From an optimization exercise on the open Yosys and OpenROAD flow, aimed at small area, a short achievable clock period and few clock cycles per item; shortcuts taken in it are not production practice.
The RTL was checked by simulation tests, not by an equivalence proof against the original design.
Power and IR drop assume default switching activity.

### design/flow/config.mk
export PLATFORM = sky130hd
export DESIGN_NAME = set_of_stacks_with_pop_at
export DESIGN_NICKNAME = set_of_stacks_with_pop_at
export VERILOG_FILES = /design/flow/design.v
export SDC_FILE = /design/flow/constraint.sdc
export NUM_CORES = 4
export LEC_CHECK = 0
export CAP_MARGIN = 20
export CORE_MARGIN = 2
export CORE_UTILIZATION = 40
export CTS_CLUSTER_DIAMETER = 100
export CTS_CLUSTER_SIZE = 24
export SETUP_SLACK_MARGIN = 4.5
export SLEW_MARGIN = 20
export TNS_END_PERCENT = 5
### design/flow/constraint.sdc
create_clock -name core_clock -period 8.0 [get_ports {clock}]
set_input_delay 1.6000 -clock core_clock [delete_from_list [all_inputs] [get_ports {clock}]]
set_output_delay 1.6000 -clock core_clock [all_outputs]
set_load 0.01 [all_outputs]
### design/flow/design.v
`default_nettype none
package sos_pkg;
   localparam logic [1:0] ACT_PUSH   = 2'd0;
   localparam logic [1:0] ACT_POP    = 2'd1;
   localparam logic [1:0] ACT_POP_AT = 2'd2;
   localparam logic [1:0] ACT_TOP    = 2'd3;
   localparam logic [1:0] ST_OK    = 2'd0;
   localparam logic [1:0] ST_UNDER = 2'd1;
   localparam logic [1:0] ST_OVER  = 2'd2;
   localparam logic [4:0] CAPACITY_RESET = 5'd16;
endpackage
`default_nettype wire
`default_nettype none
module sos_csr (
   input  wire logic        clock,
   input  wire logic        reset,
   input  wire logic        psel,
   input  wire logic        penable,
   input  wire logic        pwrite,
   input  wire logic [2:0]  paddr,
   input  wire logic [31:0] pwdata,
   output logic      [31:0] prdata,
   output logic             pready,
   output logic      [4:0]  eff_cap,        
   output logic      [4:0]  eff_cap_m2,     
   output logic             cap_we,
   output logic      [4:0]  cap_wdata       
);
   logic [4:0] capacity_ff;
   logic [4:0] eff_cap_ff, eff_cap_m2_ff;
   logic [4:0] wr_cap;
   assign wr_cap    = pwdata[4:0];
   assign cap_we    = psel && penable && pwrite && !paddr[2];
   assign cap_wdata = (wr_cap == 5'd0) ? 5'd1 : ((wr_cap > 5'd16) ? 5'd16 : wr_cap);
   always_ff @(posedge clock) begin
      if (reset) begin
         capacity_ff   <= sos_pkg::CAPACITY_RESET;
         eff_cap_ff    <= 5'd16;
         eff_cap_m2_ff <= 5'd14;
      end else if (cap_we) begin
         capacity_ff   <= wr_cap;
         eff_cap_ff    <= cap_wdata;
         eff_cap_m2_ff <= cap_wdata - 5'd2;
      end
   end
   assign pready     = 1'b1;
   assign prdata     = {27'd0, capacity_ff & {5{~paddr[2]}}};
   assign eff_cap    = eff_cap_ff;
   assign eff_cap_m2 = eff_cap_m2_ff;
endmodule
`default_nettype wire
`default_nettype none
module sos_ctrl (
   input  wire logic        clock,
   input  wire logic        reset,
   input  wire logic        accept,
   input  wire logic [36:0] req_data,
   input  wire logic [4:0]  eff_cap,         
   input  wire logic [4:0]  eff_cap_m2,      
   input  wire logic        cap_we,
   input  wire logic [4:0]  cap_wdata,       
   output logic [127:0]     push_sel,
   output logic [1:0]       status,
   output logic             all_empty,
   output logic             current_full,
   output logic [2:0]       current_stack,
   output logic [7:0]       top_stack,       
   output logic             top_en,          
   output logic [127:0]     top_slot         
);
   logic [4:0] fill_ff [8];
   logic [7:0] cur_ff;               
   logic [1:0] act;
   logic [2:0] idx;
   assign act = req_data[36:35];
   assign idx = req_data[2:0];
   logic [7:0] full_ff;              
   logic [7:0] almost_ff;            
   logic [7:0] ne, one, eq_0, eq_m2, wr_full, wr_almost;
   logic [15:0] pos [8];             
   logic [15:0] pos_m1 [8];          
   always_comb begin
      for (int i = 0; i < 8; i++) begin
         ne[i]        = (fill_ff[i] != 5'd0);
         one[i]       = (fill_ff[i] == 5'd1);
         eq_0[i]      = (fill_ff[i] == eff_cap);
         eq_m2[i]     = (fill_ff[i] == eff_cap_m2);
         wr_full[i]   = (fill_ff[i] >= cap_wdata);
         wr_almost[i] = (6'(fill_ff[i]) + 6'd1 >= 6'(cap_wdata));
         for (int p = 0; p < 16; p++) begin
            pos[i][p]    = (fill_ff[i] == 5'(p));
            pos_m1[i][p] = (fill_ff[i] == 5'(p + 1));
         end
      end
   end
   logic [7:0] cur_nxt, cur_le;
   logic       cur_full, nxt_full, nxt_almost, cur_almost, at_last;
   always_comb begin
      cur_nxt = {cur_ff[6:0], 1'b0};
      for (int i = 0; i < 8; i++) begin
         cur_le[i] = |(cur_ff >> i);           
      end
   end
   assign cur_full   = |(cur_ff & full_ff);
   assign cur_almost = |(cur_ff & almost_ff);
   assign nxt_full   = |(cur_nxt & full_ff);
   assign nxt_almost = |(cur_nxt & almost_ff);
   assign at_last    = cur_ff[7];
   logic is_push, is_pop, is_popat, is_top;
   assign is_push  = (act == sos_pkg::ACT_PUSH);
   assign is_pop   = (act == sos_pkg::ACT_POP);
   assign is_popat = (act == sos_pkg::ACT_POP_AT);
   assign is_top   = (act == sos_pkg::ACT_TOP);
   logic       over;
   logic [7:0] tgt;
   assign over = cur_full && (at_last || nxt_full);
   assign tgt  = cur_full ? cur_nxt : cur_ff;
   logic [7:0] le, cand, s;
   logic       under;
   always_comb begin
      for (int i = 0; i < 8; i++) begin
         le[i] = is_popat ? (3'(i) <= idx) : cur_le[i];
      end
      cand = le & ne;
      for (int i = 0; i < 8; i++) begin
         s[i] = (i == 0) ? !(|cand[7:1]) : (cand[i] && !(|(cand >> (i + 1))));
      end
   end
   assign under = !(|cand);
   logic       push_ok, pop_ok;
   logic [7:0] inc, dec;
   assign push_ok = is_push && !over;
   assign pop_ok  = (is_pop || is_popat) && !under;
   assign inc     = push_ok ? tgt : 8'd0;
   assign dec     = pop_ok ? s : 8'd0;
   logic [4:0] fill_nx [8];
   logic [7:0] ne_nx, full_nx, almost_nx, cur_nx;
   always_comb begin
      for (int i = 0; i < 8; i++) begin
         full_nx[i]   = inc[i] ? almost_ff[i] : (full_ff[i] && !(dec[i] && eq_0[i]));
         almost_nx[i] = inc[i] ? (almost_ff[i] || eq_m2[i]) : (dec[i] ? full_ff[i] : almost_ff[i]);
         fill_nx[i]   = inc[i] ? (fill_ff[i] + 5'd1) : (dec[i] ? (fill_ff[i] - 5'd1) : fill_ff[i]);
         ne_nx[i]     = inc[i] || (ne[i] && !(dec[i] && one[i]));
      end
      if (is_push) begin
         cur_nx = push_ok ? tgt : cur_ff;
      end else if (is_popat) begin
         cur_nx = cur_ff;
      end else begin
         cur_nx = s;
      end
   end
   always_ff @(posedge clock) begin
      if (reset) begin
         for (int i = 0; i < 8; i++) begin
            fill_ff[i] <= 5'd0;
         end
         full_ff   <= 8'd0;
         almost_ff <= 8'd0;
         cur_ff    <= 8'd1;
      end else if (accept) begin
         for (int i = 0; i < 8; i++) begin
            fill_ff[i] <= fill_nx[i];
         end
         full_ff   <= full_nx;
         almost_ff <= almost_nx;
         cur_ff    <= cur_nx;
      end else if (cap_we) begin
         full_ff   <= wr_full;
         almost_ff <= wr_almost;
      end
   end
   logic [127:0] slot;
   always_comb begin
      for (int i = 0; i < 8; i++) begin
         for (int p = 0; p < 16; p++) begin
            slot[i * 16 + p] = (cur_ff[i] || cur_nxt[i]) && pos[i][p];
         end
      end
      push_sel = slot & {128{accept && is_push}};
   end
   logic [7:0] cand_cur;
   always_comb begin
      cand_cur = cur_le & ne;
      for (int i = 0; i < 8; i++) begin
         top_stack[i] = (i == 0) ? (cand_cur[0] && !(|cand_cur[7:1]))
                                 : (cand_cur[i] && !(|(cand_cur >> (i + 1))));
      end
   end
   assign top_en = is_top;
   always_comb begin
      for (int i = 0; i < 8; i++) begin
         top_slot[i * 16 +: 16] = pos_m1[i];
      end
   end
   function automatic logic [2:0] enc(input logic [7:0] oh);
      enc = {|oh[7:4], |{oh[7:6], oh[3:2]}, |{oh[7], oh[5], oh[3], oh[1]}};
   endfunction
   always_comb begin
      status = sos_pkg::ST_OK;
      if (is_push && over) begin
         status = sos_pkg::ST_OVER;
      end else if (!is_push && under) begin
         status = sos_pkg::ST_UNDER;
      end
      all_empty     = !(|ne_nx);
      if (is_push) begin
         current_full = over || (cur_full ? nxt_almost : cur_almost);
      end else if (is_popat) begin
         current_full = |(cur_ff & full_ff & ~(dec & eq_0));
      end else begin
         current_full = |(s & full_ff & ~(dec & eq_0));
      end
      current_stack = enc(cur_nx);
   end
endmodule
`default_nettype wire
`default_nettype none
module sos_dp (
   input  wire logic         clock,
   input  wire logic         reset,
   input  wire logic         accept,
   input  wire logic [31:0]  push_value,
   input  wire logic [127:0] push_sel,
   input  wire logic [1:0]   status,
   input  wire logic         all_empty,
   input  wire logic         current_full,
   input  wire logic [2:0]   current_stack,
   input  wire logic [7:0]   top_stack,
   input  wire logic         top_en,
   input  wire logic [127:0] top_slot,
   input  wire logic         rsp_stall,
   output logic              r_hold,
   output logic              rsp_valid,
   output logic [38:0]       rsp_data
);
   logic [31:0] mem [128];
   always_ff @(posedge clock) begin
      for (int w = 0; w < 128; w++) begin
         if (push_sel[w]) begin
            mem[w] <= push_value;
         end
      end
   end
   logic [31:0] stack_word [8];
   logic [31:0] top_word;
   always_comb begin
      top_word = '0;
      for (int i = 0; i < 8; i++) begin
         stack_word[i] = '0;
         for (int p = 0; p < 16; p++) begin
            stack_word[i] = stack_word[i] | (mem[i * 16 + p] & {32{top_slot[i * 16 + p]}});
         end
         top_word = top_word | (stack_word[i] & {32{top_stack[i]}});
      end
   end
   logic        r_valid_ff;
   logic [38:0] r_data_ff;
   assign r_hold = r_valid_ff && rsp_stall;
   always_ff @(posedge clock) begin
      if (reset) begin
         r_valid_ff <= 1'b0;
      end else if (!r_hold) begin
         r_valid_ff <= accept;
      end
   end
   always_ff @(posedge clock) begin
      if (!r_hold) begin
         r_data_ff <= {top_word & {32{top_en}}, status, all_empty, current_full, current_stack};
      end
   end
   assign rsp_valid = r_valid_ff;
   assign rsp_data  = r_data_ff;
endmodule
`default_nettype wire
`default_nettype none
module set_of_stacks_with_pop_at #(
   parameter int NUM_STACKS  = 8,
   parameter int STACK_DEPTH = 16,
   parameter int DATA_WIDTH  = 32
) (
   input  wire logic                  clock,
   input  wire logic                  reset,
   input  wire logic                  req_valid,
   output logic                       req_stall,
   input  wire logic [36:0]           req_data,
   output logic                       rsp_valid,
   input  wire logic                  rsp_stall,
   output logic      [38:0]           rsp_data,
   input  wire logic                  psel,
   input  wire logic                  penable,
   input  wire logic                  pwrite,
   input  wire logic [2:0]            paddr,
   input  wire logic [31:0]           pwdata,
   output logic      [31:0]           prdata,
   output logic                       pready
);
   logic [4:0] eff_cap, eff_cap_m2, cap_wdata;
   logic       cap_we;
   logic       accept, r_hold;
   logic       all_empty, current_full;
   logic [7:0] top_stack;
   logic       top_en;
   logic [127:0] top_slot;
   logic [127:0] push_sel;
   logic [1:0] status;
   logic [2:0] current_stack;
   assign req_stall = r_hold;
   assign accept    = req_valid && !r_hold && !reset;
   sos_csr u_csr (
      .clock    (clock),
      .reset    (reset),
      .psel     (psel),
      .penable  (penable),
      .pwrite   (pwrite),
      .paddr    (paddr),
      .pwdata   (pwdata),
      .prdata   (prdata),
      .pready   (pready),
      .eff_cap    (eff_cap),
      .eff_cap_m2 (eff_cap_m2),
      .cap_we     (cap_we),
      .cap_wdata  (cap_wdata)
   );
   sos_ctrl u_ctrl (
      .clock         (clock),
      .reset         (reset),
      .accept        (accept),
      .req_data      (req_data),
      .eff_cap       (eff_cap),
      .eff_cap_m2    (eff_cap_m2),
      .cap_we        (cap_we),
      .cap_wdata     (cap_wdata),
      .push_sel      (push_sel),
      .status        (status),
      .all_empty     (all_empty),
      .current_full  (current_full),
      .current_stack (current_stack),
      .top_stack     (top_stack),
      .top_en        (top_en),
      .top_slot      (top_slot)
   );
   sos_dp u_dp (
      .clock         (clock),
      .reset         (reset),
      .accept        (accept),
      .push_value    (req_data[34:3]),
      .push_sel      (push_sel),
      .status        (status),
      .all_empty     (all_empty),
      .current_full  (current_full),
      .current_stack (current_stack),
      .top_stack     (top_stack),
      .top_en        (top_en),
      .top_slot      (top_slot),
      .rsp_stall     (rsp_stall),
      .r_hold        (r_hold),
      .rsp_valid     (rsp_valid),
      .rsp_data      (rsp_data)
   );
endmodule
`default_nettype wire
### design/flow/flow/run.sh
#!/bin/bash
# The standard layout, with plain buffers (not delay buffers) on the ports.
set -euo pipefail
bash standard.sh "BUFFER_PORTS_ARGS=-buffer_cell sky130_fd_sc_hd__buf_4" finish > standard_flow.log 2>&1
### design/flow/standard.sh
#!/bin/bash
# synth_recipe.tcl (not shown) runs the flow's synth.tcl, then flattens the netlist and writes it again
# the make line also repeats each setting of config.mk as NAME=value (left out here)
make -C /OpenROAD-flow-scripts/flow DESIGN_CONFIG=/design/flow/config.mk WORK_HOME=/design/flow/orfs CLKGATE_MAP_FILE= SYNTH_SCRIPT=/design/flow/synth_recipe.tcl "${@:-finish}"
==> run notes <==
[registers in the layout (all words and copies together), names as in the netlist]
| name | flops |
|---|---|
| u_ctrl.almost_ff | 8 |
| u_dp.r_valid_ff | 1 |
| u_dp.mem | 4096 |
| u_csr.eff_cap_ff | 4 |
| u_csr.eff_cap_m2_ff | 5 |
| u_ctrl.fill_ff | 40 |
| u_csr.capacity_ff | 5 |
| u_ctrl.cur_ff | 8 |
| u_dp.r_data_ff | 39 |
| u_ctrl.full_ff | 8 |
[worst register-to-register path: stages (launching register included)]
cell and delay [ns]:
dfxtp_2 0.44, inv_1 0.18, ha_1 0.31, and4b_2 0.46, buf_4 0.36, a22o_1 0.28
a221oi_1 0.23, nand4_1 0.22, a221oi_1 0.88, a41oi_2 0.20
[cells by family after synthesis]
kind of cell,after synthesis
XOR/XNOR,103
AO/OA/AOI/OAI,2554
flip-flops,4214
other,2
buffers and inverters,791
multiplexers,23
adder cells (fa/ha/maj),139
AND/OR/NAND/NOR,953
[final cells by class]
cell class                      count  area (um^2)
Antenna cell                       27        67.56
Clock buffer                      233         5214
Clock inverter                     22        310.3
Fill cell                       33187       215000
Inverter                          135        539.3
Multi-Input combinational cell   3804        32970
Sequential cell                  4214       125800
Tap cell                         5220         6531
Timing Repair Buffer              681         6666
[layer usage]
layer | part of all wire (%) | wire length (um) | track usage, % | up-vias
met5 | 0.015 | 80 | 0 | -
met2 | 45 | 244500 | 40.72 | 6386
met1 | 38 | 204800 | 35.55 | 49432
met4 | 4.9 | 26140 | 10.86 | 14
li1 | - | - | - | 37506
met3 | 12 | 62610 | 5.348 | 960
[path summary, 6_finish.rpt]
kind | startpoint | end | slack (ns) | cells past startpoint
worst max-delay path | req_data[35] | u_dp.mem[97][16] | 4.13 | 9
worst min register to register | u_csr.capacity_ff[0] | u_csr.capacity_ff[0] | 0.46 | 2
worst max register to register | u_ctrl.fill_ff[6][0] | u_dp.r_data_ff[12] | 4.23 | 9
worst min-delay path | u_csr.capacity_ff[0] | u_csr.capacity_ff[0] | 0.46 | 2
[report_power, final]
part | switching, mW | internal [mW] | leakage [nW]
Clock | 6.81 | 4.69 | 2.69
Sequential | 0.0605 | 24.2 | 37.9
Combinational | 0.805 | 0.214 | 13.5
[synthesized netlist by cell type, types with 49 or more instances]
cell type | number | share of area [%]
a22oi_1 | 420 | 2.0
a22o_1 | 841 | 4.7
nor4bb_1 | 55 | 0.35
nand3_1 | 87 | 0.28
dfxtp_1 | 79 | 1.0
nor2_1 | 188 | 0.45
nand4_1 | 264 | 1.0
a21oi_1 | 55 | 0.17
edfxtp_1 | 4135 | 78
clkbuf_1 | 570 | 1.4
xnor2_1 | 54 | 0.30
a221oi_1 | 881 | 4.9
nor3_1 | 51 | 0.16
nand2_1 | 91 | 0.22
xor2_1 | 49 | 0.27
o21ai_0 | 103 | 0.33
and3_1 | 71 | 0.28
a31oi_1 | 69 | 0.27
ha_1 | 139 | 1.1
inv_1 | 135 | 0.32
[through the flow]
stage	cell area [um^2]	utilization, %
after detailed placement	168100	42.76
after global placement	168000	42.74
after CTS	177400	45.12
final	178100	45.31
after global routing	178100	45.29
after floorplan	159300	-
[repair_timing]
item / in CTS / in global routing
hold endpoints to repair: 0 / 0
pin swaps: 107 / 34
hold buffers: 0 / 0
cloned: 23 / 1
resized for setup: 431 / 50
setup buffers: 142 / 43
endpoints found under the setup margin: 4171 / 1512
==> summary.md <==
| Metric | Value |
|---|---|
| Status | `timing/DRC/antenna clean` |
| Clock transition at the registers of the reported paths | `0.10 ns` |
| Max-cap violation count | `0` |
| Detail Placement HPWL | `285300 um` |
| Die H | `roughly 630 um` |
| RSZ-0062 raised after global routing | `true` |
| Final cell count without fillers | `between 10000 and 15000` |
| DRT iter0 DRCs | `roughly 15000` |
| Max incr delay on CP | `0.72 ns` |
| H-tree depth | `4` |
| Wire length per cell | `between 30 and 40 um` |
| Placed insts | `between 10000 and 15000` |
| WS Path Type | `primary input to flop` |
| DRT Wirelength | `~540000 um` |
| Vias in the first global route | `slightly below 90000` |
| CTS buffer count | `202` |
| Post-Synth XOR/XNOR Area | `less than 1%` |
| Num ports | `153` |
| Max VDD drop | `around 0.19 mV` |
| Worst path buffer plus inverter count | `5` |
| Share of post-route cells with drive strength above 1 | `~15%` |
| Largest net degree at the start of global routing | `just under 100` |
| Post-synthesis sequential area ratio | `roughly 79%` |
| Final Hold Vio Count | `0` |
| Post-synth EDFFs | `~4100` |
| Slew Limit Fails | `0` |
| Routed Antenna Nets | `0` |
| Total global-route track usage | `about a quarter` |
| Commonest non-fill, non-tap cell in the layout | `edfxtp_1` |
| Nets@finish | `slightly above 9000` |
| Final Power | `between 30 and 40 mW` |
| Yosys warning count | `9` |
| Worst path required time | `roughly 8.6 ns` |
| Total iterations of the first detailed-routing run | `8` |
| Cell Pwr Density | `roughly 210 mW/mm^2` |
| Hold Crit Class | `flop to flop` |
| Tightest Pin Transition | `around 1.2 ns` |
| Initial antenna violation count | `33` |
| Synth Area per Inst | `~18 um^2` |
| Hold WS | `between 0.4 and 0.5 ns` |
| Async set-reset flop share out of synthesis | `0%` |
| Cell repeated most along the worst path | `buf_4` |
| CP startpoint kind | `primary input` |
| Area fraction in compound gates after synthesis | `13.23%` |
| Setup TNS | `0 ns` |
| Pre-CTS setup slack | `roughly 1.9 ns` |
| Pleak | `about 54 nW` |
| Adder-cell area share of the yosys netlist | `about 1.1%` |
| Crit. End Element | `flop` |
| Final worst path period share | `about 48%` |
| PnR worst setup slack | `between 4 and 5 ns` |
| CTS tree | `built` |
| Worst path slowest cell | `nor2_4` |
| Syn Inst Count | `between 8000 and 9000` |
| Post-route DRC violation count | `0` |
| Simple-gate share of the synthesized area | `approximately 3.5%` |
| Row count | `230` |
| Number of synthesized register bits | `about 4200` |
| First-pass GRT wire length | `729400 um` |
| Initial core utilization | `between 40 and 50%` |
| Post-synthesis mux area share | `less than 1%` |
| CP arrival | `about 4.4 ns` |
| Input/output buffers | `95` |
| Min Tclk post-route | `3.869 ns` |
| Max Freq | `0.2585 GHz` |
| Placer Congestion | `0.8956` |
| Clk buf depth | `4` |
| Die Area | `0.4007 mm^2` |
| Via-to-Cell Ratio | `between 6 and 7` |
| Post-Syn Area | `0.1582 mm^2` |
| Critical path peak fanout | `31` |
| Die width | `633.0 um` |
| Final setup viols | `0` |
| Clk Latency, worst-skew pair | `0.98 ns` |
| Grt ovf | `0` |
| Clk_skew | `0.08659 ns` |
| Total number of vias | `between 90000 and 100k` |
| Largest family of logic cells by synthesized area | `compound AO/OA/AOI/OAI gates` |
| Area growth syn-to-layout | `12.55%` |
| Leading cell types in the layout, fill and taps excluded | `edfxtp_1, a22o_1, a221oi_1` |
| Root buffer cell | `clkbuf_16` |
| Core area | `a little under 0.4 mm^2` |
| Synth Flop Type | `edfxtp_1` |
| CTS Sinks | `between 4000 and 5000` |
| Max transition margin | `19.21%` |
| Cell breakdown of the critical path | `buf_4 > inv_2 > ha_4 > inv_6 > nor2_4 > buf_4 > o21ai_4 > nor2_4 > buf_4` |
| CP top delay family | `buffers and inverters` |
| Synth cell types | `about 80` |
Testbench counts, summed over its fixed seeds: cycles 9,608, items 9,600.

port drivers added, routing unchanged:
No port has a modelled driver above. Below, the same layout with a new extraction and two added sets of constraints.
Step 1 assumes that a clkbuf_16 drives the clock port and a buf_2 every other input.
Step 2 moves the port delays by t, midway between the first and last clock arrival at a register: inputs arrive t later, outputs are due t later. That takes back most of the time a late clock gives input paths.
Slacks: ideal ports / drivers / drivers and shift; pairs: ideal ports / drivers.
t, ns: 1.041
slack for setup (ns): 4.131 / 4.214 / 3.173
worst hold slack (ns): 0.460 / 0.460 / 0.460
worst setup path at the end: input to register
worst slew at a driven data input, ns: 0.23
After both steps this run still meets setup and hold. For this run, drivers alone change the setup slack by +0.083 ns; drivers and shift together by -0.958 ns.
